Source: an optimization exercise on an open RTL-to-GDS flow (aim: small area). Production flows keep margins and buffers that such runs may drop. Only simulation tests tie the RTL to the original design; equivalence was not proved. No activity file was given, so power comes from the tool's default toggle rates. The clock port is modelled as an ideal driver; clocking choices that lean on that would not hold on a real chip.

==> design/flow/design.v <==
package palette_pkg;
    localparam int CODE_W = 6;
    localparam int CHAN_W = 8;
    typedef struct packed {
        logic [CHAN_W-1:0] r;
        logic [CHAN_W-1:0] g;
        logic [CHAN_W-1:0] b;
    } rgb_t;
    localparam logic [CODE_W-1:0] C_WHITE  = 6'd0;
    localparam logic [CODE_W-1:0] C_BLACK  = 6'd1;
    localparam logic [CODE_W-1:0] C_GREEN  = 6'd2;
    localparam logic [CODE_W-1:0] C_RED    = 6'd3;
    localparam logic [CODE_W-1:0] C_LBLUE  = 6'd4;
    localparam logic [CODE_W-1:0] C_YELLOW = 6'd5;
    localparam logic [CODE_W-1:0] C_GREY   = 6'd6;
    localparam logic [CODE_W-1:0] C_ORANGE = 6'd7;
    localparam logic [CODE_W-1:0] C_BROWN  = 6'd8;
    localparam int N_DEFAULTS = 9;
    localparam logic [N_DEFAULTS*24-1:0] DEFAULT_PALETTE = {
        24'h663300, 24'hf27a00, 24'hb2b2b0, 24'hf1ff0a, 24'h5db1f0,
        24'hd80222, 24'h27b212, 24'h000000, 24'hffffff
    };
endpackage
module palette_regfile
#(
    parameter int ENTRIES = 64,
    parameter int CODE_W  = palette_pkg::CODE_W,
    parameter int CHAN_W  = palette_pkg::CHAN_W
) (
    input  logic                clk,
    input  logic                rst_n,
    input  logic                wr_en,
    input  logic [CODE_W-1:0]   wr_addr,
    input  logic [3*CHAN_W-1:0] wr_rgb,
    input  logic [CODE_W-1:0]   rd_addr,
    output logic [3*CHAN_W-1:0] rd_rgb
);
    localparam int W    = 3*CHAN_W;
    localparam int LO_W = CODE_W / 2;             
    localparam int HI_W = CODE_W - LO_W;
    localparam int NLO  = 1 << LO_W;
    localparam int NHI  = 1 << HI_W;
    localparam int NG   = (ENTRIES + 1) / 2;      
    function automatic logic [W-1:0] default_entry(input int idx);
        logic [23:0] d_s;
        logic [31:0] r_s;
        logic [31:0] g_s;
        logic [31:0] b_s;
        if (idx < palette_pkg::N_DEFAULTS) begin
            d_s = palette_pkg::DEFAULT_PALETTE[24*idx +: 24];
        end else begin
            d_s = '0;
        end
        r_s = {24'h000000, d_s[23:16]};
        g_s = {24'h000000, d_s[15:8]};
        b_s = {24'h000000, d_s[7:0]};
        if (CHAN_W < 8) begin
            r_s = r_s >> (8 - CHAN_W);
            g_s = g_s >> (8 - CHAN_W);
            b_s = b_s >> (8 - CHAN_W);
        end
        default_entry = {r_s[CHAN_W-1:0], g_s[CHAN_W-1:0], b_s[CHAN_W-1:0]};
    endfunction
    logic                 phase_r;
    logic [W-1:0]         mem_r [ENTRIES];
    logic [NHI-1:0]       whi_s;     
    logic [NLO-1:0]       wlo_s;     
    logic [NLO-1:0]       wlo_en_s;  
    logic [NHI-1:0]       rhi_s;     
    logic [NLO-1:0]       rlo_s;     
    logic [2*NG-1:0]      wsel_s;    
    logic [2*NG-1:0]      nsel_s;    
    logic [2*NG-1:0]      rsel_n_s;  
    logic [W-1:0]         wbus0_s;   
    logic [W-1:0]         wbus1_s;   
    logic [W-1:0]         rd_s;
    always_ff @(posedge clk) begin
        phase_r <= rst_n & ~phase_r;
    end
    always_comb begin
        for (int j = 0; j < W; j++) begin
            wbus0_s[j] = ~rst_n | ~wr_en | (wr_rgb[j] ^ phase_r);
            wbus1_s[j] = rst_n & (~wr_en | (wr_rgb[j] ^ phase_r));
        end
        for (int k = 0; k < NHI; k++) begin
            whi_s[k] = ~rst_n | (wr_addr[CODE_W-1:LO_W] == HI_W'(k));
            rhi_s[k] = (rd_addr[CODE_W-1:LO_W] == HI_W'(k));
        end
        for (int m = 0; m < NLO; m++) begin
            wlo_s[m]    = ~rst_n | (wr_addr[LO_W-1:0] == LO_W'(m));
            wlo_en_s[m] = ~rst_n | (wr_en & (wr_addr[LO_W-1:0] == LO_W'(m)));
            rlo_s[m]    = (rd_addr[LO_W-1:0] == LO_W'(m));
        end
    end
    for (genvar i = 0; i < 2*NG; i++) begin : g_sel
        if (i < ENTRIES) begin : g_e
            palette_and2 u_ws (.a(whi_s[i / NLO]), .b(wlo_en_s[i % NLO]), .y  (wsel_s[i]));
            palette_nand2 u_ns (.a(whi_s[i / NLO]), .b(wlo_s[i % NLO]),   .y_n(nsel_s[i]));
            palette_nand2 u_rs (.a(rhi_s[i / NLO]), .b(rlo_s[i % NLO]),   .y_n(rsel_n_s[i]));
        end else begin : g_pad
            assign wsel_s[i]   = 1'b0;
            assign nsel_s[i]   = 1'b1;
            assign rsel_n_s[i] = 1'b1;
        end
    end
    for (genvar i = 0; i < ENTRIES; i++) begin : g_row
        localparam logic [W-1:0] DEF = default_entry(i);
        logic [W-1:0] next_s;
        for (genvar j = 0; j < W; j++) begin : g_bit
            palette_wgate u_wg (
                .q    (mem_r[i][j]),
                .wsel (wsel_s[i]),
                .nsel (nsel_s[i]),
                .wbus (DEF[j] ? wbus1_s[j] : wbus0_s[j]),
                .d    (next_s[j])
            );
        end
        always_ff @(posedge clk) begin
            mem_r[i] <= next_s;
        end
    end
    for (genvar j = 0; j < W; j++) begin : g_rd
        logic [NG-1:0] part_n_s;    
        for (genvar k = 0; k < NG; k++) begin : g_part
            if (2*k + 1 < ENTRIES) begin : g_2
                palette_rgate u_rg (
                    .d     ({mem_r[2*k+1][j], mem_r[2*k][j]}),
                    .sel_n (rsel_n_s[2*k +: 2]),
                    .y     (part_n_s[k])
                );
            end else begin : g_1
                assign part_n_s[k] = ~(mem_r[2*k][j] | rsel_n_s[2*k]);
            end
        end
        assign rd_s[j] = ~|part_n_s;
    end
    assign rd_rgb = rd_s ^ {W{phase_r}};
endmodule
module palette_wgate (
    input  logic q,
    input  logic wsel,
    input  logic nsel,
    input  logic wbus,
    output logic d
);
    assign d = ~((q | wsel) & (nsel | wbus));
endmodule
module palette_rgate (
    input  logic [1:0] d,
    input  logic [1:0] sel_n,
    output logic       y
);
    assign y = ~((d[0] | sel_n[0]) & (d[1] | sel_n[1]));
endmodule
module palette_and2 (
    input  logic a,
    input  logic b,
    output logic y
);
    assign y = a & b;
endmodule
module palette_nand2 (
    input  logic a,
    input  logic b,
    output logic y_n
);
    assign y_n = ~(a & b);
endmodule
module palette_mapper
#(
    parameter int CODE_W  = palette_pkg::CODE_W,
    parameter int ENTRIES = 64,
    parameter int CHAN_W  = palette_pkg::CHAN_W
) (
    input  logic                Clk,
    input  logic                Reset_n,
    input  logic                pix_valid,
    input  logic                blank,
    input  logic [CODE_W-1:0]   colorcode,
    input  logic [1:0]          dim,
    input  logic                wr_en,
    input  logic [CODE_W-1:0]   wr_addr,
    input  logic [3*CHAN_W-1:0] wr_rgb,
    output logic                out_valid,
    output logic [CHAN_W-1:0]   VGA_R,
    output logic [CHAN_W-1:0]   VGA_G,
    output logic [CHAN_W-1:0]   VGA_B
);
    logic                valid1_r;
    logic                show1_r;    
    logic [CODE_W-1:0]   code1_r;
    logic [1:0]          dim1_r;
    logic [3*CHAN_W-1:0] rd_rgb_s;
    logic [CHAN_W-1:0]   r_s;
    logic [CHAN_W-1:0]   g_s;
    logic [CHAN_W-1:0]   b_s;
    palette_regfile #(
        .ENTRIES (ENTRIES),
        .CODE_W  (CODE_W),
        .CHAN_W  (CHAN_W)
    ) u_regfile (
        .clk     (Clk),
        .rst_n   (Reset_n),
        .wr_en   (wr_en),
        .wr_addr (wr_addr),
        .wr_rgb  (wr_rgb),
        .rd_addr (code1_r),
        .rd_rgb  (rd_rgb_s)
    );
    always_ff @(posedge Clk) begin
        valid1_r <= Reset_n & pix_valid;
        show1_r  <= Reset_n & pix_valid & ~blank;
        code1_r  <= colorcode;
        dim1_r   <= dim;
    end
    always_comb begin
        r_s = rd_rgb_s[3*CHAN_W-1 -: CHAN_W] >> dim1_r;
        g_s = rd_rgb_s[2*CHAN_W-1 -: CHAN_W] >> dim1_r;
        b_s = rd_rgb_s[CHAN_W-1   -: CHAN_W] >> dim1_r;
    end
    always_ff @(posedge Clk) begin
        out_valid <= Reset_n & valid1_r;
        VGA_R     <= (Reset_n & show1_r) ? r_s : '0;
        VGA_G     <= (Reset_n & show1_r) ? g_s : '0;
        VGA_B     <= (Reset_n & show1_r) ? b_s : '0;
    end
endmodule
==> design/flow/run.sh <==
#!/bin/bash
# synth_recipe.tcl (not shown) runs the flow's synth.tcl, then flattens the netlist and writes it again
# the make line also repeats each setting of config.mk as NAME=value (left out here)
make -C /OpenROAD-flow-scripts/flow DESIGN_CONFIG=/design/flow/config.mk WORK_HOME=/design/flow/orfs CLKGATE_MAP_FILE= SYNTH_SCRIPT=/design/flow/synth_recipe.tcl finish
==> design/flow/config.mk <==
export PLATFORM = sky130hd
export DESIGN_NAME = palette_mapper
export DESIGN_NICKNAME = palette_mapper
export VERILOG_FILES = /design/flow/design.v
export SDC_FILE = /design/flow/constraint.sdc
export NUM_CORES = 4
export LEC_CHECK = 0
export CAP_MARGIN = 20
export CORE_MARGIN = 2
export CORE_UTILIZATION = 68
export CTS_CLUSTER_DIAMETER = 100
export CTS_CLUSTER_SIZE = 25
export SLEW_MARGIN = 20
export SYNTH_HIERARCHICAL = 1
==> design/flow/constraint.sdc <==
create_clock -name core_clock -period 5.0 [get_ports {Clk}]
set_input_delay 1.0000 -clock core_clock [delete_from_list [all_inputs] [get_ports {Clk}]]
set_output_delay 1.0000 -clock core_clock [all_outputs]
set_load 0.01 [all_outputs]
==> qor.txt, run 1 <==
RR Endpoint - VGA_G[2]$_SDFF_PN0_
Critical-path top delay cell - nor4_1
Synthesized area - 0.05016 sq mm
Worst Setup Start Kind - flop
CTS tree - done
Hold_ws - 444.5 ps
Initial core utilization - 0.6875
Post-DP HPWL - 125400 microns
Number of synthesized flops with an enable pin - 0
Post-CTS sizing - 0
Max Fclk - 221.4 MHz
Fin. Hold Viols - 0
Antenna-violating nets left - 0
DR pass1 iterations - 7
Grt ovf - 0
HP Class - flop to flop
Post-Synth Adder-Cell Area - 0
Die H - 275.6 microns
Area Growth Syn to Fin - 11.53%
H-Tree Depth - 3
Crit path buffers/inverters - 0
Post-synthesis sequential area ratio - 0.6274
IO Pins - 68
Maximum VDD drop - 0.0004169 V
Critical path class - flop to flop
Total GRT Usage - 0.5087
Synth area leader - dfxtp_1
TritonCTS Buffers - 72
Synth Area in XOR/XNOR - 0.008381
Dominant synthesized flop cell - dfxtp_1
Final slew viol count - 0
Worst Path Required - 5530 ps
Clock transition at the registers of the reported paths - 100 ps
Cells along the critical path - and3b_1 > nand2_1 > o22ai_1 > nor4_1 > nand4_1 > nor2_1 > xor2_1 > mux2i_1 > o22ai_1
Starting DRC count in detailed routing - 8060
R2R Setup Slk - 480 ps
Post-Route Skew - 23.49 ps
Root Buffer - clkbuf_16
DRC viols - 0
Largest net degree at the start of global routing - 63
First-pass GRT wire length - 287300 microns
Outcome - no timing/DRC/antenna violations
Area share of the largest cell type after synthesis - 0.6274
Clock Tree Buf Depth - 3
Post-CTS Repair Setup Buffers - 0
Multiplexer share of the synthesized area - 0.004191
Syn avg cell area - 10.99 sq um
Leakage power - 0.02052 uW
Placer Congestion - 1.039
Net count after synthesis - 4606
Cells after Synth - 4563
R2R cell count - 9
Hold Buf Count CTS - 0
Final net count - 4971
Top cells by area, synth - dfxtp_1, o22ai_1, nor4_1
Compound-Gate Fraction of Synth Area - 0.2960
Std-Cell Rows - 99
Core Region - 0.07296 sq mm
Critical path's largest stage delay - 1220 ps
Worst skew pair latency - 680 ps
Synthesis Warnings - 10
Synth Area in Simple Gates - 0.05994
Worst Hold Endpoint - out_valid$_DFF_P_
Ratio of cells with drive above 1 in the final layout - 0.08210
Max_cap viols - 0
Post-synth top cells - o22ai_1, dfxtp_1, nor4_1
WL per Instance - 34.05 microns
Minimum clock period after layout - 4516 ps
Die width - 275.6 microns
Initial antenna violation count - 6
Reg2reg start - code1_r[0]$_DFF_P_
Hold path cells - 1
Slew @ Worst Pin - 1435 ps
Seq cells post-synth - 1572
Max transition margin - 0.03453
Most frequent CP cell - o22ai_1
CP max FO - 20
Largest family of logic cells by synthesized area - compound AO/OA/AOI/OAI gates
Number of global-route vias before repair - 43.75k
CP delay by family, top - simple AND/OR/NAND/NOR gates
Vias - 48.25k
Worst hold start - valid1_r$_DFF_P_
Ys async rst share - 0
Period Utilization, post-route - 0.9032
Synth cell types - 36
Count of input and output buffers - 67
Most frequent cell after synthesis - o22ai_1
Critical Path Sink Type - flop
Final setup vio count - 0
Final wirelength - 200700 microns
Setup TNS - 0 ps
Die area - 0.07595 sq mm
Worst path arrival time - 5040 ps
Unrepaired setup endpoints after global routing - no
Power Density - 468.6 mW/mm^2
Clk sink count - 1572
Via-to-Cell Ratio - 8.185
[through the flow]
stage	area, sq um	setup slack, ps	total power [uW]	cells	utilization
finish	55940	484.1	26220	5895	0.7668
global route	55930	706.9	26840	5892	0.7667
CTS	55850	741.6	25850	5889	0.7655
detailed placement	53940	779.0	19600	5810	0.7394
global placement	53920	851.7	19380	5810	0.7391
floorplan	50160	2182	18090	4563	-
[layout by cell type, fill, tap and decap left out, types with 2 or more instances in the layout]
cell	count
and3_1	2
nor3_2	4
nand2_1	135
nor3b_1	5
nor2b_1	2
nand3b_1	2
and3b_1	5
diode_2	3
xor2_1	24
o21ai_0	10
nand2_2	26
inv_6	3
o22ai_1	2320
buf_4	233
a21boi_1	19
clkdlybuf4s50_1	66
clkbuf_16	75
and2_2	6
dfxtp_1	1571
nor2_1	29
o21ai_1	3
o31ai_1	4
a21boi_0	6
nand2b_1	3
nor4_1	158
nor4_2	34
mux2i_1	21
inv_1	6
xnor2_1	24
and2_1	61
nand4_1	48
buf_12	12
[how the worst max path moves through the flow]
| stage | from | to | slack (ps) | depth (start not counted) |
|---|---|---|---|---|
| 6_report | code1_r[0]$_DFF_P_ | VGA_G[2]$_SDFF_PN0_ | 480 | 9 |
| 2_1_floorplan | wr_addr[0] | u_regfile.mem_r[16][0]$_DFF_P_ | 2180 | 5 |
| 5_1_grt | code1_r[2]$_DFF_P_ | VGA_G[5]$_SDFF_PN0_ | 710 | 9 |
| 3_5_place_dp | code1_r[5]$_DFF_P_ | VGA_R[3]$_SDFF_PN0_ | 780 | 10 |
| 4_1_cts | code1_r[5]$_DFF_P_ | VGA_R[3]$_SDFF_PN0_ | 740 | 10 |
| 3_3_place_gp | code1_r[0]$_DFF_P_ | VGA_B[4]$_SDFF_PN0_ | 850 | 10 |
[worst register-to-register path: cells and delay by family, from the launching register on]
family           cells  cell delay, ps
AO/OA/AOI/OAI        2             380
XOR/XNOR             1             120
flip-flops           1             430
multiplexers         1             250
AND/OR/NAND/NOR      5            3210
[state kept, by name (all words and copies together) (netlist names)]
register / count
u_regfile.phase_r: 1
VGA_R: 8
valid1_r: 1
dim1_r: 2
VGA_B: 8
show1_r: 1
out_valid: 1
u_regfile.mem_r: 1536
code1_r: 6
VGA_G: 8
[Yosys stat by module (local to each module, per instance), a selection]
module | times used | cell area [sq um] | flip-flops and latches | cells
palette_and2 | 64 | 6.256 | 0 | 1
palette_rgate | 768 | 6.256 | 0 | 1
palette_mapper | 1 | 1200 | 35 | 95
palette_wgate | 1536 | 6.256 | 0 | 1
palette_nand2 | 128 | 3.754 | 0 | 1
[routing by layer]
metal / track usage / routed length (microns) / share of wire / vias up
met5: 0.001253 / 34 / 0.00017 / -
met3: 0.1726 / 28170 / 0.14 / 1025
met2: 0.7339 / 83650 / 0.42 / 4012
met4: 0.3991 / 19570 / 0.097 / 6
li1: - / - / - / 19900
met1: 0.6245 / 69310 / 0.35 / 23310
[cell type report]
type,count,area [sq um]
clock inverters,4,31.28
well taps,959,1200
clock buffers,75,1877
multi-input cells,2961,18630
diodes,3,7.507
flip-flops and latches,1572,31470
inverters,6,22.52
fillers,5133,17020
repair buffers,315,2699
[logic make-up after synthesis]
kind of cell,Yosys count
AO/OA/AOI/OAI,2366
flip-flops,1572
AND/OR/NAND/NOR,526
XOR/XNOR,48
buffers and inverters,30
multiplexers,21
[report_power, final]
part,leakage (uW),internal [uW],switching [uW]
combinational,0.00633,1470,2220
clock,0.000942,2710,3880
sequential,0.0132,14700,1220
total,0.0205,18900,7320
==> run 2, diff against run 1 <==
==> design/flow/flow/run.sh (new file) <==
#!/bin/bash
# The standard layout (standard.sh, unchanged synthesis), with two changes:
#  - the port buffers are the smallest buffer, sky130_fd_sc_hd__buf_1;
#  - the clock tree is built without dummy loads.
# standard.sh's full output goes to standard.log here; ORFS keeps each step's log under orfs/logs.
set -o pipefail
export BUFFER_PORTS_ARGS="-buffer_cell sky130_fd_sc_hd__buf_1"
export CTS_ARGS="-sink_clustering_enable -repair_clock_nets -sink_clustering_size 25 -sink_clustering_max_diameter 100 -dont_use_dummy_load"
bash standard.sh > standard.log 2>&1
==> design/flow/standard.sh (new file) <==
#!/bin/bash
# synth_recipe.tcl (not shown) runs the flow's synth.tcl, then flattens the netlist and writes it again
# the make line also repeats each setting of config.mk as NAME=value (left out here)
make -C /OpenROAD-flow-scripts/flow DESIGN_CONFIG=/design/flow/config.mk WORK_HOME=/design/flow/orfs CLKGATE_MAP_FILE= SYNTH_SCRIPT=/design/flow/synth_recipe.tcl "${@:-finish}"
--- a/design/flow/config.mk
+++ b/design/flow/config.mk
@@ -7,7 +7,7 @@
 export LEC_CHECK = 0
 export CAP_MARGIN = 20
 export CORE_MARGIN = 2
-export CORE_UTILIZATION = 68
+export CORE_UTILIZATION = 60
 export CTS_CLUSTER_DIAMETER = 100
 export CTS_CLUSTER_SIZE = 25
 export SLEW_MARGIN = 20
removed: design/flow/run.sh
==> run 2 against run 1 <==
  * Hold slack about the same
  * Power down 0.73%
  * Clock power down 2%
  * Critical path type unchanged
  * Largest power group unchanged
==> qor.txt, run 2 <==
Post-synth top cells - o22ai_1, dfxtp_1, nor4_1
Clock Tree Buf Depth - 3
Clk sink count - 1572
Syn avg cell area - 10.99 sq um
Post-CTS sizing - 0
Critical path's largest stage delay - 890 ps
Max FFs per register - 1536
Critical-path top delay cell - nor4_1
Fin. Hold Viols - 0
Minimum clock period after layout - 4240 ps
Finished Core Util - 0.6707
CTS tree - done
CP Launch Point - code1_r[1]$_DFF_P_
Ratio of cells with drive above 1 in the final layout - 0.08645
Starting DRC count in detailed routing - 7407
Critical Path Sink Type - flop
Slew @ Worst Pin - 1304 ps
Post-Route Skew - 53.42 ps
Final net count - 4984
Most frequent cell after synthesis - o22ai_1
TritonCTS Buffers - 72
Clock transition at the registers of the reported paths - 100 ps
Cells after Synth - 4563
Reg2reg start - code1_r[1]$_DFF_P_
Initial core utilization - 0.6032
Critical path class - flop to flop
Final setup vio count - 0
Count of input and output buffers - 67
Max Fclk - 235.8 MHz
Fill cell count - 6718
Number of synthesized flops with an enable pin - 0
H-Tree Depth - 3
Worst hold start - u_regfile.mem_r[27][9]$_DFF_P_
Area share of the largest cell type after synthesis - 0.6274
Root Buffer - clkbuf_16
Die H - 293.1 microns
Worst skew pair latency - 680 ps
Area Growth Syn to Fin - 11.19%
HP Class - flop to flop
Seq cells post-synth - 1572
Std-Cell Rows - 106
Most frequent cells in the layout - o22ai_1, dfxtp_1, buf_4
First-pass GRT wire length - 292900 microns
Final slew viol count - 0
Cells along the critical path - and3b_1 > nand2_1 > buf_4 > o22ai_1 > nor4_1 > nand4_1 > nor2_1 > xor2_1 > mux2i_1 > o22ai_1
Max_cap viols - 0
Vias - 47.07k
Grt ovf - 0
Hold Buf Count CTS - 0
Setup TNS - 0 ps
Period Utilization, post-route - 0.8480
Worst Setup Start Kind - flop
FF+latch area - 0.03147 sq mm
Largest net degree at the start of global routing - 64
Number of global-route vias before repair - 42.62k
Area of the multi-input gates - 0.01880 sq mm
Commonest non-fill, non-tap cell in the layout - o22ai_1
DRC viols - 0
Dominant synthesized flop cell - dfxtp_1
Worst Path Required - 5550 ps
DR pass1 iterations - 8
Net count after synthesis - 4606
Synth cell types - 36
Antenna-violating nets left - 0
Leakage power - 0.02043 uW
Die area - 0.08593 sq mm
Via-to-Cell Ratio - 7.817
Final wirelength - 204300 microns
Total GRT Usage - 0.4565
WL per Instance - 33.93 microns
Synthesis Warnings - 10
Initial antenna violation count - 9
Power Density - 466.6 mW/mm^2
IO Pins - 68
Core Region - 0.08316 sq mm
Maximum VDD drop - 0.0003348 V
Synth area leader - dfxtp_1
Post-synthesis sequential area ratio - 0.6274
Placer Congestion - 0.9733
CP max FO - 14
Top cells by area, synth - dfxtp_1, o22ai_1, nor4_1
Most frequent CP cell - o22ai_1
Ys async rst share - 0
Unrepaired setup endpoints after global routing - no
Largest Register - u_regfile.mem_r
Synthesized area - 0.05016 sq mm
Outcome - no timing/DRC/antenna violations
Post-CTS Repair Setup Buffers - 0
Max transition margin - 0.1288
Worst path arrival time - 4790 ps
Post-DP HPWL - 125700 microns
Die width - 293.1 microns
run 2: cell counts after synthesis:
Identical to the previous run, type by type.
run 2: metal layers:
layer | vias to the layer above | global-route usage | wire [microns]
met4 | 14 | 0.3009 | 16100
met2 | 3334 | 0.6560 | 85790
met1 | 23090 | 0.6035 | 76820
li1 | 19930 | - | -
met3 | 707 | 0.1241 | 25470
met5 | - | 0.005672 | 146
run 2: cell type report:
cell class,count,share of cell area
Antenna cell,3,0.0001346
Clock buffer,72,0.03231
Inverter,6,0.0004038
Multi-Input combinational cell,2961,0.3370
Sequential cell,1572,0.5643
Tap cell,1080,0.02423
Timing Repair Buffer,328,0.04159
run 2: critical path, delay by kind of cell, from the launching register on:
family          cells  cell delay (ps)
xor+xnor            1              230
simple gates        5             2670
buf+inv             1              310
flops               1              470
mux                 1              130
compound gates      2              290
run 2: final timing paths:
path | to | slack [ps] | cells after the start
setup / recovery | VGA_R[2]$_SDFF_PN0_ | 760 | 10
hold / removal | u_regfile.mem_r[27][9]$_DFF_P_ | 440 | 1
setup reg to reg | VGA_R[2]$_SDFF_PN0_ | 760 | 10
hold reg to reg | u_regfile.mem_r[27][9]$_DFF_P_ | 440 | 1
run 2: kinds of logic (layout without fill, tap and decap cells):
family | after synthesis | in the layout | synth area share
buf+inv | 30 | 406 | 0.004091
other cells | 0 | 3 | 0
flops | 1572 | 1572 | 0.6274
mux | 21 | 21 | 0.004191
xor+xnor | 48 | 48 | 0.008381
compound gates | 2366 | 2366 | 0.2960
simple gates | 526 | 526 | 0.05994
run 2: per-module statistics from Yosys (local to each module, per instance), a selection:
module          cells  copies in the design  flip-flops and latches  area [sq um]
palette_nand2       1                   128                       0         3.754
palette_and2        1                    64                       0         6.256
palette_wgate       1                  1536                       0         6.256
palette_mapper     95                     1                      35          1200
palette_rgate       1                   768                       0         6.256
run 2: where the power goes:
group          internal, uW  switching (uW)
logic                  1450            2200
registers             14700            1180
clock network          2600            3880
run 2: stage by stage:
stage / total power (uW) / std cells / area, sq um / setup WS [ps] / hold slack [ps]
floorplan: 18090 / 4563 / 50160 / 2182 / 411.8
finish: 26030 / 6022 / 55770 / 759.8 / 444.7
global placement: 19430 / 5945 / 53880 / 862.4 / 416.5
detailed placement: 19590 / 5947 / 53950 / 1055 / 424.9
CTS: 25770 / 6019 / 55750 / 1058 / 447.9
global route: 26800 / 6019 / 55760 / 775.1 / 450.9
==> run 3, diff against run 2 <==
==> design/flow/flow/run.sh (replaced) <==
#!/bin/bash
# The standard layout (standard.sh, unchanged synthesis), with two changes:
#  - the port buffers are the smallest buffer, sky130_fd_sc_hd__buf_1;
#  - the clock tree is built without dummy loads;
#  - timing-driven global placement does not keep its trial buffers.
# standard.sh's full output goes to standard.log here; ORFS keeps each step's log under orfs/logs.
set -o pipefail
export BUFFER_PORTS_ARGS="-buffer_cell sky130_fd_sc_hd__buf_1"
export GPL_KEEP_OVERFLOW=0
export CTS_ARGS="-sink_clustering_enable -repair_clock_nets -sink_clustering_size 25 -sink_clustering_max_diameter 100 -dont_use_dummy_load"
bash standard.sh > standard.log 2>&1
==> run 3 against run 2 <==
  * Register-to-register slack worse by 170 ps
  * Final area is 1.2% lower
  * Non-clock buffer count is 194 lower
  * Clock-buffer cell count stayed put
  * Wire length is 1.7% lower
  * Critical path type unchanged
  * Highest routed layer unchanged
==> qor.txt, run 3 <==
Switching share of power - 0.2784
Net count after synthesis - 4606
Number of global-route vias before repair - 41.97k
Clk sink count - 1572
Initial antenna violation count - 13
Antenna-violating nets left - 0
Comb power frac - 0.138
Die width - 293.1 microns
Seq pwr share - 0.612
Maximum VDD drop - 0.0003544 V
Grt ovf - 0
HP Class - input pin to flop
Leakage power - 0.01990 uW
Most frequent cells in the layout - o22ai_1, dfxtp_1, nor4_1
Critical Path Sink Type - flop
Die H - 293.1 microns
Outcome - no timing/DRC/antenna violations
Slew @ Worst Pin - 1270 ps
Critical path class - flop to flop
R2R cell count - 9
Top cells by area, synth - dfxtp_1, o22ai_1, nor4_1
Worst skew pair latency - 680 ps
Final setup vio count - 0
Total GRT Usage - 0.4510
Cells after Synth - 4563
FF+latch area - 0.03148 sq mm
Largest Register - u_regfile.mem_r
Max transition margin - 0.1455
Unrepaired setup endpoints after global routing - no
Post-CTS sizing - 0
Hold_ws - 438.0 ps
Synthesized area - 0.05016 sq mm
Post-Route Skew - 52.85 ps
Most Crowded Layer GR - met2
Met2 Usage GRT - 0.6540
Max Fclk - 226.9 MHz
Minimum clock period after layout - 4407 ps
Clock transition at the registers of the reported paths - 100 ps
Cells along the critical path - and3b_1 > nand2_1 > o22ai_1 > nor4_1 > nand4_1 > nor2_1 > xor2_1 > mux2i_1 > o22ai_1
Commonest non-fill, non-tap cell in the layout - o22ai_1
Critical-path top delay cell - nor4_1
Clock Tree Buf Depth - 3
Synth area leader - dfxtp_1
Largest net degree at the start of global routing - 51
Internal power - 18720 uW
Most frequent CP cell - o22ai_1
Placed cell count - 5746
Clock power share - 0.249
Sw Pwr - 7222 uW
Starting DRC count in detailed routing - 6572
Die area - 0.08593 sq mm
Ys async rst share - 0
Max FFs per register - 1536
Worst Path Required - 5550 ps
Placer Congestion - 0.9576
Worst path arrival time - 4950 ps
Root Buffer - clkbuf_16
Core Region - 0.08316 sq mm
Number of synthesized flops with an enable pin - 0
Synth cell types - 36
Met1 layer usage reported by global route - 0.5866
Finished Layout Cells - 5827
Period Utilization, post-route - 0.8814
Post-DP HPWL - 127300 microns
Post-synth top cells - o22ai_1, dfxtp_1, nor4_1
First-pass GRT wire length - 289300 microns
CTS tree - done
DR pass1 iterations - 6
Initial core utilization - 0.6032
Vias - 46.13k
Most frequent cell after synthesis - o22ai_1
Post-CTS Repair Setup Buffers - 0
Final slew viol count - 0
Ratio of cells with drive above 1 in the final layout - 0.06744
Fin. Hold Viols - 0
Count of input and output buffers - 67
Area of the multi-input gates - 0.01915 sq mm
Final net count - 4790
Max_cap viols - 0
WL per Instance - 34.49 microns
Power Density - 470.9 mW/mm^2
IO Pins - 68
Syn avg cell area - 10.99 sq um
Worst Setup Start Kind - flop
Hold Buf Count CTS - 0
Design Power - 25940 uW
DRC viols - 0
Fill cell count - 6679
Hold path cells - 1
Final wirelength - 201000 microns
Critical path's largest stage delay - 1060 ps
Via-to-Cell Ratio - 7.917
Std-Cell Rows - 106
CP max FO - 24
Post-synthesis sequential area ratio - 0.6274
TritonCTS Buffers - 72
Area Growth Syn to Fin - 9.846%
Global-route met3 utilization - 0.1218
Dominant synthesized flop cell - dfxtp_1
H-Tree Depth - 3
Area share of the largest cell type after synthesis - 0.6274
Synthesis Warnings - 10
Seq cells post-synth - 1572
[run 3: Yosys stat by module, one instance, submodules excluded, excerpt]
module | cells | copies in the design
palette_and2 | 1 | 64
palette_mapper | 95 | 1
palette_nand2 | 1 | 128
palette_rgate | 1 | 768
palette_wgate | 1 | 1536
[run 3: path summary, 6_finish.rpt]
kind	start	endpoint	slack, ps
hold / removal	dim[1]	dim1_r[1]$_DFF_P_	440
setup / recovery	code1_r[1]$_DFF_P_	VGA_R[4]$_SDFF_PN0_	590
setup reg to reg	code1_r[1]$_DFF_P_	VGA_R[4]$_SDFF_PN0_	590
hold reg to reg	u_regfile.mem_r[40][15]$_DFF_P_	u_regfile.mem_r[40][15]$_DFF_P_	450
[run 3: stage by stage]
| step | TNS [ps] | util | area, sq um | setup WS [ps] |
|---|---|---|---|---|
| floorplan | 0 | - | 50160 | 2182 |
| global placement | -1816110 | 0.6203 | 51580 | -1490 |
| detailed placement | 0 | 0.6389 | 53130 | 242.8 |
| CTS | 0 | 0.6605 | 54930 | 723.5 |
| global route | 0 | 0.6625 | 55100 | 523.5 |
| finish | 0 | 0.6626 | 55100 | 593.2 |
[run 3: logic make-up after synthesis]
| logic type | Yosys count | share of synthesized area |
|---|---|---|
| AOI/OAI and AO/OA | 2366 | 0.2960 |
| xor gates and xnor gates | 48 | 0.008381 |
| buffers and inverters | 30 | 0.004091 |
| DFF | 1572 | 0.6274 |
| muxes | 21 | 0.004191 |
| and+or+nand+nor | 526 | 0.05994 |
[run 3: layout make-up]
| type | count | share of cell area |
|---|---|---|
| antenna | 2 | 0.00009083 |
| clock buffer | 72 | 0.03270 |
| sequential | 1572 | 0.5713 |
| inverter | 6 | 0.0004088 |
| timing repair buffer | 134 | 0.02339 |
| multi-input combinational | 2961 | 0.3476 |
| tap | 1080 | 0.02453 |
[run 3: power groups by stage]
stage	clock (uW)	combinational (uW)	sequential, uW
5_1_grt	6860	3750	16100
2_1_floorplan	0	2270	15800
6_report	6460	3590	15900
3_3_place_gp	0	3200	16100
4_1_cts	6440	3430	15800
3_5_place_dp	0	3440	16100
[run 3: critical path: cells and delay by family, from the launching register on]
family / cells / cell delay, ps
flops: 1 / 480
compound gates: 2 / 640
xor+xnor: 1 / 250
simple gates: 5 / 2760
mux: 1 / 150
[run 3: metal layers]
metal  share of wire  up-vias
met5         0.00040        -
met4           0.081       12
li1                -    19540
met1            0.38    22830
met3            0.12      690
met2            0.42     3055
==> run 4, diff against run 3 <==
--- a/design/flow/config.mk
+++ b/design/flow/config.mk
@@ -7,7 +7,7 @@
 export LEC_CHECK = 0
 export CAP_MARGIN = 20
 export CORE_MARGIN = 2
-export CORE_UTILIZATION = 60
+export CORE_UTILIZATION = 52
 export CTS_CLUSTER_DIAMETER = 100
 export CTS_CLUSTER_SIZE = 25
 export SLEW_MARGIN = 20
==> run 4 against run 3 <==
  * Still clean
  * Critical path depth stayed put
  * Clock-buffer cell count unchanged
  * Sequential share of layout area is 0.36 points lower
  * Sequential cell count stayed put
  * Combinational power barely moved
  * Clock skew shrank 27 ps
  * Global-route usage down 6.1 points
  * Register-to-register slack got worse by 430 ps
  * Largest cell class unchanged
  * Highest routed layer unchanged
==> qor.txt, run 4 <==
Reg2reg start - code1_r[1]$_DFF_P_
Antenna-violating nets left - 0
Max FFs per register - 1536
Die H - 314.6 microns
Switching share of power - 0.2790
Die area - 0.09896 sq mm
Unrepaired setup endpoints after global routing - no
Post-CTS sizing - 0
IO Pins - 68
CTS tree - done
TritonCTS Buffers - 72
Fin. Hold Viols - 0
Slew @ Worst Pin - 1321 ps
Clock transition at the registers of the reported paths - 100 ps
Top cells by area, synth - dfxtp_1, o22ai_1, nor4_1
Post-DP HPWL - 128100 microns
Clock power share - 0.250
Count of input and output buffers - 67
Finished Layout Cells - 6020
HP Class - input pin to flop
Initial core utilization - 0.5264
Post-synth top cells - o22ai_1, dfxtp_1, nor4_1
Ratio of cells with drive above 1 in the final layout - 0.07220
Worst Setup Start Kind - flop
Outcome - no timing/DRC/antenna violations
Starting DRC count in detailed routing - 5850
Post-Route Skew - 25.71 ps
First-pass GRT wire length - 288900 microns
Seq pwr share - 0.611
Syn avg cell area - 10.99 sq um
H-Tree Depth - 3
CP max FO - 24
Synthesis Warnings - 10
Seq cells post-synth - 1572
Core Region - 0.09529 sq mm
Area Growth Syn to Fin - 10.54%
Synth area leader - dfxtp_1
Power Density - 468.5 mW/mm^2
Period Utilization, post-route - 0.9677
Leakage power - 0.01995 uW
Clk sink count - 1572
Minimum clock period after layout - 4838 ps
Dominant synthesized flop cell - dfxtp_1
Commonest non-fill, non-tap cell in the layout - o22ai_1
Total GRT Usage - 0.3905
Area share of the largest cell type after synthesis - 0.6274
Max transition margin - 0.1112
Placed cell count - 5934
Most frequent cells in the layout - o22ai_1, dfxtp_1, nor4_1
Most frequent cell after synthesis - o22ai_1
Internal power - 18730 uW
Design Power - 25980 uW
Largest net degree at the start of global routing - 50
Worst hold start - dim[1]
DR pass1 iterations - 5
Initial antenna violation count - 12
Std-Cell Rows - 113
Maximum VDD drop - 0.0003251 V
Net count after synthesis - 4606
Critical Path Sink Type - flop
Root Buffer - clkbuf_16
Final slew viol count - 0
Max_cap viols - 0
Hold path cells - 1
R2R cell count - 9
Number of synthesized flops with an enable pin - 0
Hold_ws - 416.9 ps
R2R Setup Slk - 160 ps
Critical path class - flop to flop
Hold Buf Count CTS - 0
Die width - 314.6 microns
DRC viols - 0
Sw Pwr - 7248 uW
Comb power frac - 0.139
Post-synthesis sequential area ratio - 0.6274
Worst skew pair latency - 680 ps
RR Endpoint - VGA_R[0]$_SDFF_PN0_
Final setup vio count - 0
Worst path arrival time - 5390 ps
Grt ovf - 0
Number of global-route vias before repair - 40.64k
Synth cell types - 36
WL per Instance - 33.28 microns
Max Fclk - 206.7 MHz
Largest Register - u_regfile.mem_r
Vias - 45.40k
Fill cell count - 8293
Clock Tree Buf Depth - 3
Worst Path Required - 5550 ps
Via-to-Cell Ratio - 7.541
Final wirelength - 200300 microns
Final net count - 4796
Worst Hold Endpoint - dim1_r[1]$_DFF_P_
Synthesized area - 0.05016 sq mm
Ys async rst share - 0
Post-CTS Repair Setup Buffers - 0
Cells after Synth - 4563
Placer Congestion - 0.9787
[run 4: power by group through the flow]
stage          clock (uW)  sequential [uW]  combinational (uW)
6_report             6500            15900                3620
5_1_grt              6960            16100                3780
4_1_cts              6520            15800                3470
3_5_place_dp            0            16100                3470
3_3_place_gp            0            16100                3240
2_1_floorplan           0            15800                2270
[run 4: area by class of cell]
type,instances,area (sq um),area share
clock buffers,72,1802,0.03250
multi-input cells,2961,19210,0.3465
flip-flops and latches,1572,31480,0.5677
repair buffers,140,1341,0.02419
diodes,4,10.01,0.0001805
well taps,1265,1583,0.02855
inverters,6,22.52,0.0004062
[run 4: cell families after synthesis]
group                     count (synthesis)  synth area share
muxes                                    21          0.004191
and+or+nand+nor                         526           0.05994
DFF                                    1572            0.6274
AOI/OAI and AO/OA                      2366            0.2960
buffers and inverters                    30          0.004091
xor gates and xnor gates                 48          0.008381
[run 4: worst max-delay path by stage]
stage                  startpoint                             end  slack, ps  depth (start not counted)
2_1_floorplan          wr_addr[0]  u_regfile.mem_r[16][0]$_DFF_P_       2180                          5
3_3_place_gp              Reset_n  u_regfile.mem_r[50][0]$_DFF_P_      -1540                          4
3_5_place_dp   code1_r[2]$_DFF_P_             VGA_R[4]$_SDFF_PN0_        410                          9
4_1_cts        code1_r[2]$_DFF_P_             VGA_R[4]$_SDFF_PN0_        360                          9
5_1_grt        code1_r[1]$_DFF_P_             VGA_R[0]$_SDFF_PN0_        230                          9
6_report       code1_r[1]$_DFF_P_             VGA_R[0]$_SDFF_PN0_        160                          9
[run 4: metal layers]
layer | wire (microns) | part of all wire | up-vias | global-route usage
met5 | 35 | 0.00017 | - | 0
met3 | 23160 | 0.12 | 414 | 0.1080
li1 | - | - | 19540 | -
met4 | 9215 | 0.046 | 6 | 0.1532
met1 | 85190 | 0.43 | 22700 | 0.5682
met2 | 82740 | 0.41 | 2738 | 0.5456
[run 4: stage by stage]
step / setup slack, ps / setup TNS, ps / util / area, sq um
floorplan: 2182 / 0 / - / 50160
global placement: -1538 / -1887240 / 0.5437 / 51810
detailed placement: 413.0 / 0 / 0.5600 / 53360
CTS: 361.8 / 0 / 0.5789 / 55160
global route: 228.4 / 0 / 0.5817 / 55440
finish: 161.7 / 0 / 0.5818 / 55450
[run 4: modules after synthesis (local to each module, per instance), a selection]
module / flip-flops and latches / times used / area [sq um] / cells inside
palette_rgate: 0 / 768 / 6.256 / 1
palette_wgate: 0 / 1536 / 6.256 / 1
palette_and2: 0 / 64 / 6.256 / 1
palette_nand2: 0 / 128 / 3.754 / 1
palette_mapper: 35 / 1 / 1200 / 95
[run 4: critical path, cell delays in order, from the launching register on]
cell	delay [ps]
dfxtp_1	480
and3b_1	440
nand2_1	880
o22ai_1	270
nor4_2	810
nand4_1	810
nor2_1	330
xor2_1	220
mux2i_1	130
o22ai_1	320
==> run 5, diff against run 4 <==
--- a/design/flow/flow/run.sh
+++ b/design/flow/flow/run.sh
@@ -7,5 +7,5 @@
 set -o pipefail
 export BUFFER_PORTS_ARGS="-buffer_cell sky130_fd_sc_hd__buf_1"
 export GPL_KEEP_OVERFLOW=0
-export CTS_ARGS="-sink_clustering_enable -repair_clock_nets -sink_clustering_size 25 -sink_clustering_max_diameter 100 -dont_use_dummy_load"
+export CTS_ARGS="-sink_clustering_enable -repair_clock_nets -sink_clustering_size 30 -sink_clustering_max_diameter 100 -dont_use_dummy_load"
 bash standard.sh > standard.log 2>&1
==> design/flow/config.mk (replaced) <==
export PLATFORM = sky130hd
export DESIGN_NAME = palette_mapper
export DESIGN_NICKNAME = palette_mapper
export VERILOG_FILES = /design/flow/design.v
export SDC_FILE = /design/flow/constraint.sdc
export NUM_CORES = 4
export LEC_CHECK = 0
export CAP_MARGIN = 12
export CORE_MARGIN = 2
export CORE_UTILIZATION = 60
export CTS_CLUSTER_DIAMETER = 100
export CTS_CLUSTER_SIZE = 30
export GPL_ROUTABILITY_DRIVEN = 0
export SLEW_MARGIN = 12
export SYNTH_HIERARCHICAL = 1
==> run 5 against run 4 <==
  * Worst setup slack got worse by 5.8 ps
  * Wire length grew 0.35%
  * Synthesized cell count did not move
  * Power is 2.6% lower
  * Clock-buffer cell count shrank 14
  * Final area down 1.8%
  * Fmax shrank 0.12%
  * Via count up 1.3%
  * Sequential power barely moved
  * Core utilization is 7.3 points higher
  * Combinational power fell by 2%
  * Critical path type unchanged
==> qor.txt, run 5 <==
Final setup vio count - 0
Fin. Hold Viols - 0
Commonest non-fill, non-tap cell in the layout - o22ai_1
Worst skew pair latency - 710 ps
Via-to-Cell Ratio - 7.922
Root Buffer - clkbuf_16
Final instance area - 0.05445 sq mm
Hold path cells - 1
Antenna-violating nets left - 0
Starting DRC count in detailed routing - 5986
Area share of the largest cell type after synthesis - 0.6274
Outcome - no timing/DRC/antenna violations
Die H - 293.1 microns
H-Tree Depth - 2
Most frequent cells in the layout - o22ai_1, dfxtp_1, nand2_1
Clock transition at the registers of the reported paths - 120 ps
Unrepaired setup endpoints after global routing - no
Area Growth Syn to Fin - 8.551%
Max transition margin - 0.05401
CP max FO - 24
DRC viols - 0
Count of input and output buffers - 67
FF+latch area - 0.03148 sq mm
Dominant synthesized flop cell - dfxtp_1
Cells after Synth - 4563
CTS tree - done
Number of synthesized flops with an enable pin - 0
HP Class - input pin to flop
Post-synth top cells - o22ai_1, dfxtp_1, nor4_1
Synth area leader - dfxtp_1
Synth cell types - 36
Max Fclk - 206.4 MHz
Most frequent cell after synthesis - o22ai_1
RR Endpoint - VGA_R[5]$_SDFF_PN0_
Max FFs per register - 1536
Die width - 293.1 microns
Final slew viol count - 0
Top cells by area, synth - dfxtp_1, o22ai_1, nor4_1
First-pass GRT wire length - 291000 microns
Worst path arrival time - 5390 ps
Clock Tree Buf Depth - 3
Power Density - 464.8 mW/mm^2
Area of the multi-input gates - 0.01900 sq mm
Synthesis Warnings - 10
Comb power frac - 0.141
Worst hold start - dim[0]
Die area - 0.08593 sq mm
Leakage power - 0.01962 uW
Post-CTS Repair Setup Buffers - 0
Synthesized area - 0.05016 sq mm
Reg2reg start - code1_r[5]$_DFF_P_
R2R Setup Slk - 160 ps
Total GRT Usage - 0.4528
Period Utilization, post-route - 0.9688
Critical path class - flop to flop
Initial core utilization - 0.6032
Seq cells post-synth - 1572
Core Region - 0.08316 sq mm
Seq pwr share - 0.629
Grt ovf - 0
Largest net degree at the start of global routing - 50
Worst Setup Start Kind - flop
Clock power share - 0.230
Final wirelength - 201000 microns
Final net count - 4766
Post-synthesis sequential area ratio - 0.6274
Finished Core Util - 0.6548
Net count after synthesis - 4606
Worst Path Required - 5550 ps
Slew @ Worst Pin - 1406 ps
Std-Cell Rows - 106
Hold Buf Count CTS - 0
Syn avg cell area - 10.99 sq um
Clk sink count - 1572
Post-CTS sizing - 0
Minimum clock period after layout - 4844 ps
Ys async rst share - 0
DR pass1 iterations - 8
Ratio of cells with drive above 1 in the final layout - 0.04957
Critical Path Sink Type - flop
Post-DP HPWL - 127200 microns
TritonCTS Buffers - 58
IO Pins - 68
Maximum VDD drop - 0.0003991 V
Post-Route Skew - 49.82 ps
Switching share of power - 0.2807
Sw Pwr - 7104 uW
Initial antenna violation count - 11
WL per Instance - 34.64 microns
Placed cell area - 0.05287 sq mm
Max_cap viols - 0
Largest Register - u_regfile.mem_r
R2R cell count - 9
Number of global-route vias before repair - 41.89k
Internal power - 18210 uW
Fill cell count - 6746
Worst Hold Endpoint - dim1_r[0]$_DFF_P_
Vias - 45.98k
## run 5: kinds of logic after synthesis
kind of cell,after synthesis,synth area share
xor gates and xnor gates,48,0.008381
AOI/OAI and AO/OA,2366,0.2960
DFF,1572,0.6274
muxes,21,0.004191
buffers and inverters,30,0.004091
and+or+nand+nor,526,0.05994
## run 5: layout make-up
| class | instances | share of cell area |
|---|---|---|
| inverter | 6 | 0.0004136 |
| timing repair buffer | 124 | 0.02100 |
| sequential | 1572 | 0.5781 |
| tap | 1080 | 0.02482 |
| multi-input combinational | 2961 | 0.3489 |
| clock buffer | 58 | 0.02666 |
| antenna | 3 | 0.0001379 |
## run 5: power by group through the flow
stage	sequential, uW	combinational [uW]	clock, uW
after floorplan	15800	2270	0
after global placement	16100	3200	0
after detailed placement	16100	3420	0
after CTS	15900	3410	5840
after global routing	16100	3720	6270
final	15900	3560	5830
## run 5: per-stage QoR
| stage | power [uW] | setup WS [ps] | TNS [ps] | cells | hold slack [ps] |
|---|---|---|---|---|---|
| after floorplan | 18090 | 2182 | 0 | 4563 | 411.8 |
| after global placement | 19300 | -1380 | -1669750 | 5686 | 415.7 |
| after detailed placement | 19550 | 160.1 | 0 | 5739 | 425.3 |
| after CTS | 25100 | 602.6 | 0 | 5797 | 414.4 |
| after global routing | 26120 | 181.1 | 0 | 5802 | 431.0 |
| final | 25310 | 156.0 | 0 | 5804 | 430.0 |
## run 5: how the worst max path moves through the flow
stage / depth (start not counted) / from / to
6_report: 9 / code1_r[5]$_DFF_P_ / VGA_R[5]$_SDFF_PN0_
5_1_grt: 9 / code1_r[5]$_DFF_P_ / VGA_R[5]$_SDFF_PN0_
4_1_cts: 9 / code1_r[0]$_DFF_P_ / VGA_R[7]$_SDFF_PP0_
3_5_place_dp: 5 / wr_en / u_regfile.mem_r[6][3]$_DFF_P_
3_3_place_gp: 4 / Reset_n / u_regfile.mem_r[11][6]$_DFF_P_
2_1_floorplan: 5 / wr_addr[0] / u_regfile.mem_r[16][0]$_DFF_P_
## run 5: per-module statistics from Yosys, one instance, submodules excluded, excerpt
module          cells  copies in the design  cell area (sq um)  flip-flops and latches
palette_rgate       1                   768              6.256                       0
palette_wgate       1                  1536              6.256                       0
palette_mapper     95                     1               1200                      35
palette_and2        1                    64              6.256                       0
palette_nand2       1                   128              3.754                       0
## run 5: worst max-delay path: stages, from the launching register on
cell	delay (ps)
dfxtp_1	460
nor3b_1	910
nand2_1	1060
o22ai_1	1120
nor4_1	200
nand4_1	160
nor2_1	60
xor2_1	160
mux2i_1	420
o22ai_1	140
## run 5: layer usage
| layer | GRT usage | share of wire | vias up |
|---|---|---|---|
| met4 | 0.3143 | 0.084 | 18 |
| met5 | 0.008508 | 0.0011 | - |
| li1 | - | - | 19480 |
| met1 | 0.5915 | 0.37 | 22670 |
| met3 | 0.1317 | 0.13 | 712 |
| met2 | 0.6453 | 0.41 | 3104 |
==> run 6, diff against run 5 <==
--- a/design/flow/config.mk
+++ b/design/flow/config.mk
@@ -10,6 +10,5 @@
 export CORE_UTILIZATION = 60
 export CTS_CLUSTER_DIAMETER = 100
 export CTS_CLUSTER_SIZE = 30
-export GPL_ROUTABILITY_DRIVEN = 0
 export SLEW_MARGIN = 12
 export SYNTH_HIERARCHICAL = 1
==> run 6 against run 5 <==
  * Synthesized area unchanged
  * Wire length decreased by 0.52%
  * Highest routed layer unchanged
  * Combinational power about the same
  * Register-to-register slack improved by 150 ps
==> qor.txt, run 6 <==
Seq cells post-synth - 1572
Hold Buf Count CTS - 0
Worst hold start - dim[1]
Worst Hold Endpoint - dim1_r[1]$_DFF_P_
Switching share of power - 0.2807
Dominant synthesized flop cell - dfxtp_1
Std-Cell Rows - 106
Root Buffer - clkbuf_16
Largest Register - u_regfile.mem_r
Vias - 45.99k
Setup WS post-layout - 302.4 ps
Clk sink count - 1572
Slew @ Worst Pin - 1416 ps
Cells along the critical path - nor3b_1 > buf_2 > nand2_1 > o22ai_1 > nor4_1 > nand4_1 > nor2_1 > xor2_1 > mux2i_1 > o22ai_1
DR pass1 iterations - 6
Top sig layer - met5
Clock transition at the registers of the reported paths - 120 ps
CTS tree - done
Grt ovf - 0
Clock power share - 0.231
Initial antenna violation count - 10
Syn avg cell area - 10.99 sq um
Die width - 293.1 microns
Max Fclk - 212.9 MHz
Worst skew pair latency - 700 ps
Internal power - 18200 uW
Die H - 293.1 microns
Ys async rst share - 0
Initial core utilization - 0.6032
Synthesis Warnings - 10
Most frequent cell after synthesis - o22ai_1
First-pass GRT wire length - 288100 microns
Met3 routed WL - 23640 microns
WL per Instance - 34.45 microns
Max_cap viols - 0
Worst path arrival time - 5270 ps
Synth area leader - dfxtp_1
Leakage power - 0.01959 uW
Number of synthesized flops with an enable pin - 0
Most frequent cells in the layout - o22ai_1, dfxtp_1, nor4_1
Reg2reg start - code1_r[0]$_DFF_P_
Total GRT Usage - 0.4481
Post-CTS sizing - 0
Top cells by area, synth - dfxtp_1, o22ai_1, nor4_1
Fill cell count - 6751
Post-synth top cells - o22ai_1, dfxtp_1, nor4_1
Power Density - 465.3 mW/mm^2
Post-Route Skew - 51.35 ps
Metal2 WL - 84160 microns
Largest net degree at the start of global routing - 56
Critical path class - flop to flop
M1 wire length - 75550 microns
Count of input and output buffers - 67
Post-CTS Repair Setup Buffers - 0
Final wirelength - 200000 microns
Ratio of cells with drive above 1 in the final layout - 0.04683
Post-DP HPWL - 126000 microns
Number of global-route vias before repair - 41.63k
Core Region - 0.08316 sq mm
Max FFs per register - 1536
CP delay by family, top - simple AND/OR/NAND/NOR gates
Cells after Synth - 4563
Period Utilization, post-route - 0.9395
Die area - 0.08593 sq mm
Net count after synthesis - 4606
Final slew viol count - 0
Critical Path Sink Type - flop
Outcome - no timing/DRC/antenna violations
Final setup vio count - 0
Crit path depth - 10
IO Pins - 68
Max transition margin - 0.04753
TritonCTS Buffers - 58
Seq pwr share - 0.628
Crit path buffers/inverters - 1
Unrepaired setup endpoints after global routing - no
HP Class - input pin to flop
Hold path cells - 1
Most frequent CP cell - o22ai_1
R2R cell count - 10
Finished Core Util - 0.6539
Critical-path top delay cell - nor4_1
Synthesized area - 0.05016 sq mm
Final net count - 4764
Antenna-violating nets left - 0
Synth cell types - 36
Worst Path Required - 5570 ps
Sw Pwr - 7103 uW
Area Growth Syn to Fin - 8.406%
Area share of the largest cell type after synthesis - 0.6274
Maximum VDD drop - 0.0003651 V
Critical path's largest stage delay - 1110 ps
Clock Tree Buf Depth - 3
Commonest non-fill, non-tap cell in the layout - o22ai_1
Dpl ws - 95.81 ps
Comb power frac - 0.140
Fin. Hold Viols - 0
R2R Setup Slk - 300 ps
Minimum clock period after layout - 4698 ps
Worst Setup Start Kind - flop
RR Endpoint - VGA_B[3]$_SDFF_PN0_
Placer Congestion - 0.9576
CP max FO - 24
Starting DRC count in detailed routing - 6072
H-Tree Depth - 2
Post-synthesis sequential area ratio - 0.6274
Via-to-Cell Ratio - 7.923
DRC viols - 0
==> run 6: cell types whose count changed in the layout (fill, tap and decap cells not counted), moves of 3 or more <==
cell and delta:
nor4_1 +10, nor4_2 -10, buf_4 -5, buf_8 +4, buf_16 -3, diode_2 +3
==> run 6: how the worst max path moves through the flow <==
stage | startpoint | endpoint | slack, ps
6_report | code1_r[0]$_DFF_P_ | VGA_B[3]$_SDFF_PN0_ | 300
5_1_grt | code1_r[2]$_DFF_P_ | VGA_B[3]$_SDFF_PN0_ | 390
4_1_cts | code1_r[2]$_DFF_P_ | VGA_B[5]$_SDFF_PN0_ | 460
3_5_place_dp | wr_en | u_regfile.mem_r[44][23]$_DFF_P_ | 100
3_3_place_gp | Reset_n | u_regfile.mem_r[52][6]$_DFF_P_ | -1490
2_1_floorplan | wr_addr[0] | u_regfile.mem_r[16][0]$_DFF_P_ | 2180
==> run 6: cell families after synthesis <==
logic type | count (synthesis) | synth area share
AOI/OAI and AO/OA | 2366 | 0.2960
and+or+nand+nor | 526 | 0.05994
xor gates and xnor gates | 48 | 0.008381
muxes | 21 | 0.004191
buffers and inverters | 30 | 0.004091
DFF | 1572 | 0.6274
==> run 6: final cells by class <==
class	instances	area, sq um	share of cell area
well taps	1080	1351	0.02485
multi-input cells	2961	18950	0.3484
clock buffers	58	1451	0.02669
flip-flops and latches	1572	31480	0.5788
diodes	6	15.01	0.0002761
inverters	6	22.52	0.0004142
repair buffers	122	1115	0.02050
==> run 6: layer usage <==
metal,GRT usage,vias up
met2,0.6498,3051
met1,0.5859,22780
met5,0,-
met4,0.3083,10
li1,-,19480
met3,0.1179,674
==> run 6: power groups by stage <==
stage               Combinational (uW)  Sequential (uW)  Clock, uW
floorplan                         2270            15800          0
global placement                  3200            16100          0
detailed placement                3410            16100          0
CTS                               3400            15800       5820
global route                      3710            16100       6250
finish                            3550            15900       5860
==> run 6: Yosys stat by module, one instance, submodules excluded, a selection <==
| module | flip-flops and latches | copies in the design | cells | area [sq um] |
|---|---|---|---|---|
| palette_and2 | 0 | 64 | 1 | 6.256 |
| palette_mapper | 35 | 1 | 95 | 1200 |
| palette_wgate | 0 | 1536 | 1 | 6.256 |
| palette_rgate | 0 | 768 | 1 | 6.256 |
| palette_nand2 | 0 | 128 | 1 | 3.754 |
==> run 6: stage by stage <==
step | instance area [sq um] | hold WS, ps | setup TNS (ps) | cells | total power, uW
2_1_floorplan | 50160 | 411.8 | 0 | 4563 | 18090
3_3_place_gp | 51580 | 414.5 | -1816110 | 5686 | 19290
3_5_place_dp | 52800 | 421.8 | 0 | 5736 | 19520
4_1_cts | 54250 | 409.6 | 0 | 5794 | 25050
5_1_grt | 54360 | 427.2 | 0 | 5799 | 26080
6_report | 54380 | 416.2 | 0 | 5805 | 25300
==> run 6: worst register-to-register path, stage by stage, from the launching register on <==
cell,delay (ps)
dfxtp_1,480
nor3b_1,160
buf_2,210
nand2_1,1040
o22ai_1,300
nor4_1,1110
nand4_1,440
nor2_1,260
xor2_1,270
mux2i_1,150
o22ai_1,160
==> run 7, diff against run 6 <==
==> design/flow/config.mk (replaced) <==
export PLATFORM = sky130hd
export DESIGN_NAME = palette_mapper
export DESIGN_NICKNAME = palette_mapper
export VERILOG_FILES = /design/flow/design.v
export SDC_FILE = /design/flow/constraint.sdc
export NUM_CORES = 4
export LEC_CHECK = 0
export CAP_MARGIN = 16
export CORE_MARGIN = 2
export CORE_UTILIZATION = 64
export CTS_CLUSTER_DIAMETER = 100
export CTS_CLUSTER_SIZE = 30
export SLEW_MARGIN = 16
export SYNTH_HIERARCHICAL = 1
==> run 7 against run 6 <==
  * Still clean on timing, DRC and antenna
  * Combinational power is essentially flat
  * Core utilization grew 4.8 points
  * Final cell count shrank 0.60%
  * Sequential cell count is the same
  * Non-clock buffer count grew 2
  * Critical path depth shrank 1
  * Global-route usage grew 0.83 points
  * Final area is essentially flat
  * Clock power shrank 0.9%
  * Worst setup slack gained 170 ps
  * Hold slack lost 20 ps
  * Critical path type unchanged
==> qor.txt, run 7 <==
Most frequent cell after synthesis - o22ai_1
Critical Path Sink Type - flop
Most frequent cells in the layout - o22ai_1, dfxtp_1, nor4_1
Cells along the critical path - and3b_1 > nand2_1 > o22ai_1 > nor4_1 > nand4_1 > nor2_1 > xor2_1 > mux2i_1 > o22ai_1
Maximum VDD drop - 0.0004111 V
Post-CTS sizing - 0
Worst path arrival time - 5120 ps
Number of synthesized flops with an enable pin - 0
Outcome - no timing/DRC/antenna violations
Placer Congestion - 0.9696
Leakage power - 0.01960 uW
First-pass GRT wire length - 280200 microns
WL per Instance - 33.35 microns
DRC viols - 0
Max transition margin - 0.08661
Post-synthesis sequential area ratio - 0.6274
Synthesized area - 0.05016 sq mm
Seq cells post-synth - 1572
Unrepaired setup endpoints after global routing - no
Largest net degree at the start of global routing - 62
Worst Setup Start Kind - flop
H-Tree Depth - 2
Fin. Hold Viols - 0
Period Utilization, post-route - 0.9051
Max FFs per register - 1536
Root Buffer - clkbuf_16
Critical-path top delay cell - nor4_1
Syn avg cell area - 10.99 sq um
R2R cell count - 9
CP delay by family, top - simple AND/OR/NAND/NOR gates
Initial antenna violation count - 6
Dominant synthesized flop cell - dfxtp_1
Final slew viol count - 0
IO Pins - 68
Post-synth top cells - o22ai_1, dfxtp_1, nor4_1
Net count after synthesis - 4606
Area share of the largest cell type after synthesis - 0.6274
Synth area leader - dfxtp_1
Met2 Usage GRT - 0.6695
Design Power - 25250 uW
Worst Path Required - 5590 ps
Number of global-route vias before repair - 41.96k
Fill cell count - 5972
Core Region - 0.07747 sq mm
Power Density - 464.7 mW/mm^2
Initial core utilization - 0.6475
Area Growth Syn to Fin - 8.337%
Grt ovf - 0
Most Crowded Layer GR - met2
Worst skew pair latency - 700 ps
Starting DRC count in detailed routing - 6439
CTS tree - done
Post-DP HPWL - 119700 microns
CP max FO - 24
Synthesis Warnings - 10
Most frequent CP cell - o22ai_1
Post-Route Skew - 49.16 ps
Met1 layer usage reported by global route - 0.6022
Final wirelength - 192500 microns
Max Fclk - 221.0 MHz
Clock Tree Buf Depth - 3
TritonCTS Buffers - 58
Hold path cells - 1
Global-route met3 utilization - 0.1118
Placed cell count - 5694
Count of input and output buffers - 67
Total GRT Usage - 0.4565
Antenna-violating nets left - 0
Crit path depth - 9
Slew @ Worst Pin - 1358 ps
Die area - 0.08063 sq mm
Cells after Synth - 4563
Commonest non-fill, non-tap cell in the layout - o22ai_1
Max_cap viols - 0
Vias - 46.17k
Via-to-Cell Ratio - 8.001
HP Class - input pin to flop
Final setup vio count - 0
Post-CTS Repair Setup Buffers - 0
Std-Cell Rows - 102
FF+latch area - 0.03148 sq mm
Synth cell types - 36
Final net count - 4766
Ys async rst share - 0
Critical path class - flop to flop
Hold Buf Count CTS - 0
Clock transition at the registers of the reported paths - 110 ps
Finished Layout Cells - 5770
Top cells by area, synth - dfxtp_1, o22ai_1, nor4_1
Critical path's largest stage delay - 1120 ps
Die width - 284.0 microns
DR pass1 iterations - 6
Crit path buffers/inverters - 0
Ratio of cells with drive above 1 in the final layout - 0.04808
Clk sink count - 1572
Largest Register - u_regfile.mem_r
Minimum clock period after layout - 4525 ps
Die H - 284.0 microns
Area of the multi-input gates - 0.01892 sq mm
run 7: cell counts after synthesis:
No cell type changed its count.
run 7: per-stage QoR:
step	area [sq um]	hold WS [ps]	setup TNS [ps]	setup WS [ps]	utilization
after floorplan	50160	411.8	0	2182	-
after global placement	51530	429.8	-1633640	-1309	0.6652
after detailed placement	52710	437.7	0	691.6	0.6804
after CTS	54160	386.3	0	759.9	0.6991
after global routing	54330	370.6	0	557.6	0.7014
final	54340	396.4	0	474.7	0.7015
run 7: path summary, 6_finish.rpt:
path                                       from                             to  slack (ps)
hold reg to reg   u_regfile.mem_r[5][4]$_DFF_P_  u_regfile.mem_r[5][4]$_DFF_P_         450
setup / recovery             code1_r[2]$_DFF_P_            VGA_R[4]$_SDFF_PN0_         470
setup reg to reg             code1_r[2]$_DFF_P_            VGA_R[4]$_SDFF_PN0_         470
hold / removal                           dim[0]              dim1_r[0]$_DFF_P_         400
run 7: layout make-up:
| cell class | instances | share of cell area |
|---|---|---|
| Multi-Input combinational cell | 2961 | 0.3481 |
| Timing Repair Buffer | 124 | 0.02116 |
| Sequential cell | 1572 | 0.5792 |
| Tap cell | 1040 | 0.02395 |
| Clock buffer | 58 | 0.02671 |
| Antenna cell | 9 | 0.0004145 |
| Inverter | 6 | 0.0004145 |
run 7: per-layer routing:
metal,routed length (microns),share of wire
met3,23620,0.12
met5,16,0.000083
met1,71570,0.37
met2,82240,0.43
met4,15020,0.078
run 7: power breakdown:
| part | switching (uW) | total (uW) | leakage, uW | internal [uW] |
|---|---|---|---|---|
| Clock | 3720 | 5810 | 0.000715 | 2090 |
| Combinational | 2160 | 3550 | 0.00565 | 1390 |
| Sequential | 1170 | 15900 | 0.0132 | 14700 |
| Total | 7050 | 25300 | 0.0196 | 18200 |
run 7: kinds of logic after synthesis:
logic type / synth area share
multiplexers: 0.004191
buffers and inverters: 0.004091
XOR/XNOR: 0.008381
AO/OA/AOI/OAI: 0.2960
AND/OR/NAND/NOR: 0.05994
flip-flops: 0.6274
run 7: modules after synthesis (local to each module, per instance), a selection:
module / cell area, sq um / flip-flops and latches / cells / copies in the design
palette_and2: 6.256 / 0 / 1 / 64
palette_nand2: 3.754 / 0 / 1 / 128
palette_rgate: 6.256 / 0 / 1 / 768
palette_mapper: 1200 / 35 / 95 / 1
palette_wgate: 6.256 / 0 / 1 / 1536

## port drivers added, routing unchanged
Ports are ideal in the flow. The routed layouts listed here were re-timed in OpenROAD.
Step 1, drivers: a clkbuf_16 drives Clk and a buf_2 each remaining input, both assumed.
Step 2 moves the port delays by t, midway between the first and last clock arrival at a register: inputs arrive t later, outputs are due t later. That takes back most of the time a late clock gives input paths.
Three values: no drivers, after step 1, after step 2; two values: the first two.
run | t, ns | slack for setup (ns) | latest minus earliest clock arrival (ns) | worst data-port slew with drivers (ns)
run 1 | 0.736 | 0.484 / 0.484 / 0.484 | 0.026 / 0.026 | 0.13
run 2 | 0.724 | 0.760 / 0.760 / 0.760 | 0.058 / 0.057 | 0.07
run 3 | 0.722 | 0.593 / 0.593 / 0.343 | 0.056 / 0.056 | 0.07
run 4 | 0.733 | 0.162 / 0.162 / 0.162 | 0.031 / 0.030 | 0.07
run 5 | 0.755 | 0.156 / 0.156 / 0.156 | 0.053 / 0.052 | 0.07
run 6 | 0.748 | 0.302 / 0.302 / 0.302 | 0.053 / 0.053 | 0.07
run 7 | 0.752 | 0.475 / 0.475 / 0.406 | 0.052 / 0.052 | 0.08
After both steps every run listed still meets setup and hold. For run 3, which loses most, drivers alone change the setup slack by 0.000 ns; drivers and shift together by -0.250 ns.
